This is an optimization exercise on Yosys and OpenROAD, whose aim is small area and a short achievable clock period, not a production implementation.
At most, simulation tests tie the RTL to the original design; equivalence was not proved.
No activity file was given, so power comes from the tool's default toggle rates.

==> job 8721 <==
==> flow/design.v <==
`timescale 1ns/100ps
`default_nettype none
module vtp_shim
(
    input  logic                           clk,
    input  logic                           reset,
    input  logic [52:0]                    afu_rd_req,
    input  logic [115:0]                   afu_wr_req,
    output logic                           afu_rd_almost_full,
    output logic                           afu_wr_almost_full,
    output logic [84:0]                    afu_rd_rsp,
    output logic [52:0]                    fiu_rd_req,
    output logic [115:0]                   fiu_wr_req,
    input  logic                           fiu_rd_almost_full,
    input  logic                           fiu_wr_almost_full,
    input  logic [84:0]                    fiu_rd_rsp,
    input  logic                           load_en,
    input  logic [2:0]                     load_idx,
    input  logic [53:0]                    load_entry,
    output logic                           fault,
    output logic [31:0]                    fault_vaddr
);
    localparam int ENTRIES = 8;
    localparam int PB      = (32 - 6);
    logic [ENTRIES-1:0] ent_valid;
    logic [ENTRIES-1:0] ent_big;
    logic [PB-1:0]      ent_vpage [0:ENTRIES-1];
    logic [PB-1:0]      ent_ppage [0:ENTRIES-1];
    logic [ENTRIES-1:0] ld_we;
    always_comb
    begin
        for (int i = 0; i < ENTRIES; i++)
        begin
            ld_we[i] = load_en && (load_idx == 3'(i));
        end
    end
    always_ff @(posedge clk)
    begin
        if (!reset)
        begin
            ent_valid <= '0;
        end
        else if (load_en)
        begin
            ent_valid[load_idx] <= load_entry[53];
        end
    end
    always_ff @(posedge clk)
    begin
        for (int i = 0; i < ENTRIES; i++)
        begin
            if (ld_we[i])
            begin
                ent_big[i]   <= load_entry[52];
                ent_vpage[i] <= load_entry[51:26];
                ent_ppage[i] <= load_entry[25:0];
            end
        end
    end
    logic [ENTRIES-1:0] rd_pre;
    logic [ENTRIES-1:0] wr_pre;
    logic [ENTRIES-1:0] rd_sel_d;
    logic [ENTRIES-1:0] wr_sel_d;
    logic               rd_ld_match;
    logic               wr_ld_match;
    always_comb
    begin
        rd_ld_match = load_entry[53] && (load_entry[51:35] == afu_rd_req[31:15]) &&
                      (load_entry[52] || (load_entry[34:26] == afu_rd_req[14:6]));
        wr_ld_match = load_entry[53] && (load_entry[51:35] == afu_wr_req[31:15]) &&
                      (load_entry[52] || (load_entry[34:26] == afu_wr_req[14:6]));
        for (int i = 0; i < ENTRIES; i++)
        begin
            rd_pre[i] = afu_rd_req[51] && (ld_we[i] ? rd_ld_match :
                        (ent_valid[i] && (ent_vpage[i][PB-1:9] == afu_rd_req[31:15]) &&
                         (ent_big[i] || (ent_vpage[i][8:0] == afu_rd_req[14:6]))));
            wr_pre[i] = afu_wr_req[114] && (ld_we[i] ? wr_ld_match :
                        (ent_valid[i] && (ent_vpage[i][PB-1:9] == afu_wr_req[31:15]) &&
                         (ent_big[i] || (ent_vpage[i][8:0] == afu_wr_req[14:6]))));
        end
        for (int i = 0; i < ENTRIES; i += 2)
        begin
            rd_sel_d[i]   = rd_pre[i];
            wr_sel_d[i]   = wr_pre[i];
            rd_sel_d[i+1] = rd_pre[i+1] && !rd_pre[i];
            wr_sel_d[i+1] = wr_pre[i+1] && !wr_pre[i];
        end
    end
    logic [52:0]        rd_s1;
    logic [115:0]       wr_s1;
    logic [ENTRIES-1:0] rd_psel;
    logic [ENTRIES-1:0] wr_psel;
    always_ff @(posedge clk)
    begin
        rd_s1      <= afu_rd_req;
        wr_s1      <= afu_wr_req;
        rd_s1[52]  <= reset && afu_rd_req[52];
        wr_s1[115] <= reset && afu_wr_req[115];
        rd_psel    <= rd_sel_d;
        wr_psel    <= wr_sel_d;
    end
    logic [ENTRIES-1:0] rd_sel;
    logic [ENTRIES-1:0] wr_sel;
    logic [3:0]         rd_pair;
    logic [3:0]         wr_pair;
    logic               rd_hit;
    logic               wr_hit;
    logic [ENTRIES-1:0] rd_sel4k;
    logic [ENTRIES-1:0] wr_sel4k;
    logic               rd_small;
    logic               wr_small;
    logic [31:6]        rd_xaddr;
    logic [31:6]        wr_xaddr;
    always_comb
    begin
        for (int k = 0; k < 4; k++)
        begin
            rd_pair[k] = rd_psel[2*k] || rd_psel[2*k+1];
            wr_pair[k] = wr_psel[2*k] || wr_psel[2*k+1];
        end
        rd_sel = rd_psel;
        wr_sel = wr_psel;
        for (int k = 1; k < 4; k++)
        begin
            for (int j = 0; j < k; j++)
            begin
                if (rd_pair[j]) rd_sel[2*k+1 -: 2] = 2'b00;
                if (wr_pair[j]) wr_sel[2*k+1 -: 2] = 2'b00;
            end
        end
        rd_hit = |rd_pair;
        wr_hit = |wr_pair;
    end
    assign rd_sel4k = rd_sel & ~ent_big;
    assign wr_sel4k = wr_sel & ~ent_big;
    assign rd_small = |rd_sel4k;
    assign wr_small = |wr_sel4k;
    always_comb
    begin
        rd_xaddr[31:15] = {17{!rd_hit}} & rd_s1[31:15];
        wr_xaddr[31:15] = {17{!wr_hit}} & wr_s1[31:15];
        rd_xaddr[14:6]  = {9{!rd_small}} & rd_s1[14:6];
        wr_xaddr[14:6]  = {9{!wr_small}} & wr_s1[14:6];
        for (int i = 0; i < ENTRIES; i++)
        begin
            rd_xaddr[31:15] = rd_xaddr[31:15] | ({17{rd_sel[i]}} & ent_ppage[i][PB-1:9]);
            wr_xaddr[31:15] = wr_xaddr[31:15] | ({17{wr_sel[i]}} & ent_ppage[i][PB-1:9]);
            rd_xaddr[14:6]  = rd_xaddr[14:6] | ({9{rd_sel4k[i]}} & ent_ppage[i][8:0]);
            wr_xaddr[14:6]  = wr_xaddr[14:6] | ({9{wr_sel4k[i]}} & ent_ppage[i][8:0]);
        end
    end
    logic rd_miss;
    logic wr_miss;
    logic rd_miss_spec;
    logic rd_miss_hard;
    logic wr_miss_hard;
    assign rd_miss = rd_s1[52] && rd_s1[51] && !rd_hit;
    assign wr_miss = wr_s1[115] && wr_s1[114] && !wr_hit;
    always_ff @(posedge clk)
    begin
        fiu_rd_req[52]    <= reset && rd_s1[52] && !rd_miss;
        fiu_rd_req[50:32] <= rd_s1[50:32];
        fiu_rd_req[31:6]  <= rd_xaddr;
        fiu_rd_req[5:0]   <= rd_s1[5:0];
        rd_miss_spec      <= reset && rd_miss && rd_s1[50];
        rd_miss_hard      <= reset && rd_miss && !rd_s1[50];
        fiu_wr_req[115]    <= reset && wr_s1[115] && !wr_miss;
        fiu_wr_req[113:32] <= wr_s1[113:32];
        fiu_wr_req[31:6]   <= wr_xaddr;
        fiu_wr_req[5:0]    <= wr_s1[5:0];
        wr_miss_hard       <= reset && wr_miss;
    end
    assign fiu_rd_req[51]  = 1'b0;
    assign fiu_wr_req[114] = 1'b0;
    always_ff @(posedge clk)
    begin
        if (!reset)
        begin
            fault <= 1'b0;
        end
        else if (rd_miss_hard || wr_miss_hard)
        begin
            fault <= 1'b1;
        end
    end
    always_ff @(posedge clk)
    begin
        if (!fault)
        begin
            fault_vaddr <= rd_miss_hard ? fiu_rd_req[31:0] : fiu_wr_req[31:0];
        end
    end
    localparam int DEPTH = 8;
    logic [17:0]      fifo_mem [0:DEPTH-1];
    logic [2:0]       wr_ptr;
    logic [DEPTH-1:0] rd_oh;
    logic [3:0]       count;
    logic             err_af;
    logic [1:0]       cur_line;
    logic             last_line;
    logic [17:0]      head;
    logic [1:0]       next_len;
    logic [1:0]       enq_len;
    logic             do_enq;
    logic             do_deq;
    logic             inject;
    logic [3:0]       count_keep;
    logic [3:0]       count_pop;
    logic             last_keep;
    logic             last_pop;
    assign enq_len = fiu_rd_req[49:48];
    assign do_enq  = rd_miss_spec && !count[3];
    assign inject  = !fiu_rd_rsp[84] && (count != 4'd0);
    assign do_deq  = inject && last_line;
    always_comb
    begin
        head     = '0;
        next_len = '0;
        for (int k = 0; k < DEPTH; k++)
        begin
            head     = head | ({18{rd_oh[k]}} & fifo_mem[k]);
            next_len = next_len | ({2{rd_oh[k]}} & fifo_mem[(k + 1) % DEPTH][1:0]);
        end
    end
    assign count_keep = do_enq ? count + 4'd1 : count;
    assign count_pop  = do_enq ? count : count - 4'd1;
    assign last_keep  = inject ? (cur_line + 2'd1 == head[1:0]) :
                        (count == 4'd0) ? (enq_len == 2'd0) : last_line;
    assign last_pop   = (count == 4'd1) ? (enq_len == 2'd0) : (next_len == 2'd0);
    always_ff @(posedge clk)
    begin
        if (do_enq)
        begin
            fifo_mem[wr_ptr] <= {fiu_rd_req[47:32], enq_len};
        end
    end
    always_ff @(posedge clk)
    begin
        last_line <= do_deq ? last_pop : last_keep;
    end
    always_ff @(posedge clk)
    begin
        if (!reset)
        begin
            wr_ptr   <= '0;
            rd_oh    <= DEPTH'(1);
            count    <= '0;
            err_af   <= 1'b0;
            cur_line <= '0;
        end
        else
        begin
            wr_ptr <= wr_ptr + 3'(do_enq);
            if (do_deq)
            begin
                rd_oh  <= {rd_oh[DEPTH-2:0], rd_oh[DEPTH-1]};
                count  <= count_pop;
                err_af <= count_pop >= 4'(4);
            end
            else
            begin
                count  <= count_keep;
                err_af <= count_keep >= 4'(4);
            end
            if (inject)
            begin
                cur_line <= last_line ? 2'd0 : cur_line + 2'd1;
            end
        end
    end
    always_ff @(posedge clk)
    begin
        if (inject)
        begin
            afu_rd_rsp <= {1'b1, 1'b1, last_line, cur_line, head[17:2], 64'd0};
        end
        else
        begin
            afu_rd_rsp <= fiu_rd_rsp;
        end
        if (!reset)
        begin
            afu_rd_rsp[84] <= 1'b0;
        end
    end
    assign afu_rd_almost_full = fiu_rd_almost_full || err_af;
    assign afu_wr_almost_full = fiu_wr_almost_full;
endmodule
`default_nettype wire
==> flow/flow/run.sh <==
#!/bin/bash
# Standard ORFS layout, with the almost-full pins paired, plain buffers on the ports (stronger ones on inputs with a
# large fanout), footprint-free resizing and a clock tree of smaller buffers without
# dummy loads.
set -euo pipefail
HERE=$(pwd)
export DONT_BUFFER_PORTS=1
export PRE_GLOBAL_PLACE_TCL=$HERE/flow/ports.tcl
export PRE_IO_PLACEMENT_TCL=$HERE/flow/pins.tcl
export CTS_ARGS="-sink_clustering_enable -repair_clock_nets -dont_use_dummy_load -root_buf sky130_fd_sc_hd__clkbuf_16 -buf_list {sky130_fd_sc_hd__clkbuf_4 sky130_fd_sc_hd__clkbuf_8} -sink_clustering_size 12 -sink_clustering_max_diameter 40"
sed 's/CLKGATE_MAP_FILE= /CLKGATE_MAP_FILE= MATCH_CELL_FOOTPRINT=0 /' standard.sh > run_standard.sh
bash run_standard.sh > flow.log 2>&1
==> flow/flow/pins.tcl <==
# PRE hook of io_placement.tcl: keep each almost-full input next to the output it
# feeds combinationally, so that the path between them stays short.
set_io_pin_constraint -group -order -pin_names {fiu_rd_almost_full afu_rd_almost_full}
set_io_pin_constraint -group -order -pin_names {fiu_wr_almost_full afu_wr_almost_full}
==> flow/flow/ports.tcl <==
# Port buffering for global_place.tcl, run as its PRE hook. It does what the script
# would do (remove synthesis buffers, then buffer every input and output port), but
# with plain buffers, and a stronger buffer on inputs that fan out to several cells.
# The script's own remove_buffers call then has nothing left to do and is skipped so
# that it cannot take the port buffers out again.
if {$::env(GPL_TIMING_DRIVEN)} {
  remove_buffers
}
buffer_ports -inputs -buffer_cell sky130_fd_sc_hd__buf_1
buffer_ports -outputs -buffer_cell sky130_fd_sc_hd__buf_1
set strong [[ord::get_db] findMaster sky130_fd_sc_hd__buf_4]
set n 0
foreach inst [[ord::get_db_block] getInsts] {
  if {[[$inst getMaster] getName] ne "sky130_fd_sc_hd__buf_1"} { continue }
  if {![string match "input*" [$inst getName]]} { continue }
  set out [[$inst findITerm X] getNet]
  if {$out eq "NULL"} { continue }
  if {[llength [$out getITerms]] >= 10} {
    $inst swapMaster $strong
    incr n
  }
}
puts "ports.tcl: $n input buffers made sky130_fd_sc_hd__buf_4"
rename remove_buffers {}
proc remove_buffers {args} {}
==> flow/standard.sh <==
#!/bin/bash
# synth_recipe.tcl (not shown) runs the flow's synth.tcl, then flattens the netlist and writes it again
# the make line also repeats each setting of config.mk as NAME=value (left out here)
make -C /OpenROAD-flow-scripts/flow DESIGN_CONFIG=/design/flow/config.mk WORK_HOME=/design/flow/orfs CLKGATE_MAP_FILE= SYNTH_SCRIPT=/design/flow/synth_recipe.tcl "${@:-finish}"
==> flow/config.mk <==
export PLATFORM = sky130hd
export DESIGN_NAME = vtp_shim
export DESIGN_NICKNAME = vtp_shim
export VERILOG_FILES = /design/flow/design.v
export SDC_FILE = /design/flow/constraint.sdc
export NUM_CORES = 4
export LEC_CHECK = 0
export CAP_MARGIN = 20
export CORE_MARGIN = 2
export CORE_UTILIZATION = 55
export SETUP_SLACK_MARGIN = 2.28
export SLEW_MARGIN = 20
==> flow/constraint.sdc <==
create_clock -name core_clock -period 4.5 [get_ports {clk}]
set_input_delay 0.9000 -clock core_clock [delete_from_list [all_inputs] [get_ports {clk}]]
set_output_delay 0.9000 -clock core_clock [all_outputs]
set_load 0.01 [all_outputs]
==> job 2703: changes against job 8721 <==
==> flow/design.v, changed modules only <==
module vtp_shim
(
    input  logic                           clk,
    input  logic                           reset,
    input  logic [52:0]                    afu_rd_req,
    input  logic [115:0]                   afu_wr_req,
    output logic                           afu_rd_almost_full,
    output logic                           afu_wr_almost_full,
    output logic [84:0]                    afu_rd_rsp,
    output logic [52:0]                    fiu_rd_req,
    output logic [115:0]                   fiu_wr_req,
    input  logic                           fiu_rd_almost_full,
    input  logic                           fiu_wr_almost_full,
    input  logic [84:0]                    fiu_rd_rsp,
    input  logic                           load_en,
    input  logic [2:0]                     load_idx,
    input  logic [53:0]                    load_entry,
    output logic                           fault,
    output logic [31:0]                    fault_vaddr
);
    localparam int ENTRIES = 8;
    localparam int PB      = (32 - 6);
    logic [ENTRIES-1:0] ent_valid;
    logic [ENTRIES-1:0] ent_big;
    logic [PB-1:0]      ent_vpage [0:ENTRIES-1];
    logic [PB-1:0]      ent_ppage [0:ENTRIES-1];
    logic [ENTRIES-1:0] ld_we;
    always_comb
    begin
        for (int i = 0; i < ENTRIES; i++)
        begin
            ld_we[i] = load_en && (load_idx == 3'(i));
        end
    end
    always_ff @(posedge clk)
    begin
        if (!reset)
        begin
            ent_valid <= '0;
        end
        else if (load_en)
        begin
            ent_valid[load_idx] <= load_entry[53];
        end
    end
    always_ff @(posedge clk)
    begin
        for (int i = 0; i < ENTRIES; i++)
        begin
            if (ld_we[i])
            begin
                ent_big[i]   <= load_entry[52];
                ent_vpage[i] <= load_entry[51:26];
                ent_ppage[i] <= load_entry[25:0];
            end
        end
    end
    logic [ENTRIES-1:0] rd_pre;
    logic [ENTRIES-1:0] wr_pre;
    logic [ENTRIES-1:0] rd_sel_d;
    logic [ENTRIES-1:0] wr_sel_d;
    logic               rd_ld_match;
    logic               wr_ld_match;
    always_comb
    begin
        rd_ld_match = load_entry[53] && (load_entry[51:35] == afu_rd_req[31:15]) &&
                      (load_entry[52] || (load_entry[34:26] == afu_rd_req[14:6]));
        wr_ld_match = load_entry[53] && (load_entry[51:35] == afu_wr_req[31:15]) &&
                      (load_entry[52] || (load_entry[34:26] == afu_wr_req[14:6]));
        for (int i = 0; i < ENTRIES; i++)
        begin
            rd_pre[i] = afu_rd_req[51] && (ld_we[i] ? rd_ld_match :
                        (ent_valid[i] && (ent_vpage[i][PB-1:9] == afu_rd_req[31:15]) &&
                         (ent_big[i] || (ent_vpage[i][8:0] == afu_rd_req[14:6]))));
            wr_pre[i] = afu_wr_req[114] && (ld_we[i] ? wr_ld_match :
                        (ent_valid[i] && (ent_vpage[i][PB-1:9] == afu_wr_req[31:15]) &&
                         (ent_big[i] || (ent_vpage[i][8:0] == afu_wr_req[14:6]))));
        end
        for (int i = 0; i < ENTRIES; i++)
        begin
            rd_sel_d[i] = rd_pre[i];
            wr_sel_d[i] = wr_pre[i];
            for (int k = (i / 4) * 4; k < i; k++)
            begin
                if (rd_pre[k]) rd_sel_d[i] = 1'b0;
                if (wr_pre[k]) wr_sel_d[i] = 1'b0;
            end
        end
    end
    logic [52:0]        rd_s1;
    logic [115:0]       wr_s1;
    logic [ENTRIES-1:0] rd_gsel;
    logic [ENTRIES-1:0] wr_gsel;
    logic               rd_any_lo;
    logic               wr_any_lo;
    logic               rd_hit;
    logic               wr_hit;
    always_ff @(posedge clk)
    begin
        rd_s1      <= afu_rd_req;
        wr_s1      <= afu_wr_req;
        rd_s1[52]  <= reset && afu_rd_req[52];
        wr_s1[115] <= reset && afu_wr_req[115];
        rd_gsel    <= rd_sel_d;
        wr_gsel    <= wr_sel_d;
        rd_any_lo  <= |rd_pre[3:0];
        wr_any_lo  <= |wr_pre[3:0];
        rd_hit     <= |rd_pre;
        wr_hit     <= |wr_pre;
    end
    logic [PB-1:0] rd_pp;
    logic [PB-1:0] wr_pp;
    logic          rd_small;
    logic          wr_small;
    logic [ENTRIES-1:0] rd_sel;
    logic [ENTRIES-1:0] wr_sel;
    assign rd_sel = {rd_gsel[7:4] & {4{!rd_any_lo}}, rd_gsel[3:0]};
    assign wr_sel = {wr_gsel[7:4] & {4{!wr_any_lo}}, wr_gsel[3:0]};
    always_comb
    begin
        rd_pp    = '0;
        wr_pp    = '0;
        rd_small = 1'b0;
        wr_small = 1'b0;
        for (int i = 0; i < ENTRIES; i++)
        begin
            rd_pp    = rd_pp | ({PB{rd_sel[i]}} & ent_ppage[i]);
            wr_pp    = wr_pp | ({PB{wr_sel[i]}} & ent_ppage[i]);
            rd_small = rd_small | (rd_sel[i] && !ent_big[i]);
            wr_small = wr_small | (wr_sel[i] && !ent_big[i]);
        end
    end
    logic rd_miss;
    logic wr_miss;
    logic rd_miss_spec;
    logic rd_miss_hard;
    logic wr_miss_hard;
    assign rd_miss = rd_s1[52] && rd_s1[51] && !rd_hit;
    assign wr_miss = wr_s1[115] && wr_s1[114] && !wr_hit;
    always_ff @(posedge clk)
    begin
        fiu_rd_req[52]    <= reset && rd_s1[52] && !rd_miss;
        fiu_rd_req[50:32] <= rd_s1[50:32];
        fiu_rd_req[31:15] <= rd_hit ? rd_pp[PB-1:9] : rd_s1[31:15];
        fiu_rd_req[14:6]  <= rd_small ? rd_pp[8:0] : rd_s1[14:6];
        fiu_rd_req[5:0]   <= rd_s1[5:0];
        rd_miss_spec      <= reset && rd_miss && rd_s1[50];
        rd_miss_hard      <= reset && rd_miss && !rd_s1[50];
        fiu_wr_req[115]    <= reset && wr_s1[115] && !wr_miss;
        fiu_wr_req[113:32] <= wr_s1[113:32];
        fiu_wr_req[31:15]  <= wr_hit ? wr_pp[PB-1:9] : wr_s1[31:15];
        fiu_wr_req[14:6]   <= wr_small ? wr_pp[8:0] : wr_s1[14:6];
        fiu_wr_req[5:0]    <= wr_s1[5:0];
        wr_miss_hard       <= reset && wr_miss;
    end
    assign fiu_rd_req[51]  = 1'b0;
    assign fiu_wr_req[114] = 1'b0;
    always_ff @(posedge clk)
    begin
        if (!reset)
        begin
            fault <= 1'b0;
        end
        else if (rd_miss_hard || wr_miss_hard)
        begin
            fault <= 1'b1;
        end
    end
    always_ff @(posedge clk)
    begin
        if (!fault)
        begin
            fault_vaddr <= rd_miss_hard ? fiu_rd_req[31:0] : fiu_wr_req[31:0];
        end
    end
    localparam int DEPTH = 8;
    logic [17:0]      fifo_mem [0:DEPTH-1];
    logic [2:0]       wr_ptr;
    logic [DEPTH-1:0] rd_oh;
    logic [3:0]       count;
    logic             err_af;
    logic [1:0]       cur_line;
    logic [17:0]      head;
    logic             do_enq;
    logic             do_deq;
    logic             inject;
    logic             last_line;
    logic [3:0]       count_keep;
    logic [3:0]       count_pop;
    assign do_enq    = rd_miss_spec && !count[3];
    assign inject    = !fiu_rd_rsp[84] && (count != 4'd0);
    assign last_line = cur_line == head[1:0];
    assign do_deq    = inject && last_line;
    always_comb
    begin
        head = '0;
        for (int k = 0; k < DEPTH; k++)
        begin
            head = head | ({18{rd_oh[k]}} & fifo_mem[k]);
        end
    end
    assign count_keep = do_enq ? count + 4'd1 : count;
    assign count_pop  = do_enq ? count : count - 4'd1;
    always_ff @(posedge clk)
    begin
        if (do_enq)
        begin
            fifo_mem[wr_ptr] <= {fiu_rd_req[47:32], fiu_rd_req[49:48]};
        end
    end
    always_ff @(posedge clk)
    begin
        if (!reset)
        begin
            wr_ptr   <= '0;
            rd_oh    <= DEPTH'(1);
            count    <= '0;
            err_af   <= 1'b0;
            cur_line <= '0;
        end
        else
        begin
            wr_ptr <= wr_ptr + 3'(do_enq);
            if (do_deq)
            begin
                rd_oh  <= {rd_oh[DEPTH-2:0], rd_oh[DEPTH-1]};
                count  <= count_pop;
                err_af <= count_pop >= 4'(4);
            end
            else
            begin
                count  <= count_keep;
                err_af <= count_keep >= 4'(4);
            end
            if (inject)
            begin
                cur_line <= last_line ? 2'd0 : cur_line + 2'd1;
            end
        end
    end
    always_ff @(posedge clk)
    begin
        if (inject)
        begin
            afu_rd_rsp <= {1'b1, 1'b1, last_line, cur_line, head[17:2], 64'd0};
        end
        else
        begin
            afu_rd_rsp <= fiu_rd_rsp;
        end
        if (!reset)
        begin
            afu_rd_rsp[84] <= 1'b0;
        end
    end
    assign afu_rd_almost_full = fiu_rd_almost_full || err_af;
    assign afu_wr_almost_full = fiu_wr_almost_full;
endmodule
==> flow/flow/run.sh (replaced) <==
#!/bin/bash
# Standard ORFS layout, with plain buffers on the ports (stronger ones on inputs with a
# large fanout), footprint-free resizing and a clock tree of smaller buffers without
# dummy loads.
set -euo pipefail
HERE=$(pwd)
export DONT_BUFFER_PORTS=1
export PRE_GLOBAL_PLACE_TCL=$HERE/flow/ports.tcl
export CTS_ARGS="-sink_clustering_enable -repair_clock_nets -dont_use_dummy_load -root_buf sky130_fd_sc_hd__clkbuf_16 -buf_list sky130_fd_sc_hd__clkbuf_8 -sink_clustering_size 16 -sink_clustering_max_diameter 50"
sed 's/CLKGATE_MAP_FILE= /CLKGATE_MAP_FILE= MATCH_CELL_FOOTPRINT=0 /' standard.sh > run_standard.sh
bash run_standard.sh > flow.log 2>&1
--- a/flow/flow/ports.tcl
+++ b/flow/flow/ports.tcl
@@ -17,3 +17,3 @@
   if {$out eq "NULL"} { continue }
-  if {[llength [$out getITerms]] >= 10} {
+  if {[llength [$out getITerms]] >= 5} {
     $inst swapMaster $strong
Settings changed: SETUP_SLACK_MARGIN 2.28 to 2.2.
removed: flow/flow/pins.tcl
==> results.txt <==
- Job 8721 completed with no timing, DRC or antenna violations. Job 2703 completed without violations.
- In job 2703 the sequential share of layout area is higher than in job 8721, by 0.58 points.
- Flip-flop and latch count: job 2703 is higher than job 8721 (3).
- Of job 2703 and job 8721, job 8721 has the higher synthesized cell count (gap 1.8%, measured against job 8721).
- Sequential power is about the same in job 8721 and job 2703.
- First-iteration DRC count: job 8721 is smaller than job 2703 (7.1%).
- Of job 8721 and job 2703, job 8721 has the higher worst setup slack (gap 84 ps).
- Area after synthesis: job 2703 is smaller than job 8721 (0.22%).
- Total power: job 8721 is larger than job 2703 (4.3%).
No functional check of the RTL was part of job 2703.

==> what the ideal ports hide <==
Ports are ideal in the flow. The routed layouts listed here were re-timed in OpenROAD.
Step 1: set_driving_cell puts a clkbuf_16 on clk and a buf_2 on each other input, an assumption about the parent block.
Step 2, shift: input delay + t, output delay - t, t = (earliest + latest rising clock arrival at the registers) / 2. This alone moves slack from input paths to output paths.
Slacks: ideal / step 1 / step 2; pairs: ideal / step 1.
| run | t (ns) | slack for setup (ns) | worst setup path after step 2 | latest minus earliest clock arrival (ns) |
|---|---|---|---|---|
| job 8721 | 0.711 | 2.230 / 2.230 / 1.562 | input to register | 0.098 / 0.098 |
| job 2703 | 0.664 | 2.146 / 2.161 / 1.514 | input to register | 0.085 / 0.086 |
After both steps every run listed still meets setup and hold. For job 8721, which loses most, drivers alone change the setup slack by 0.000 ns; drivers and shift together by -0.668 ns.
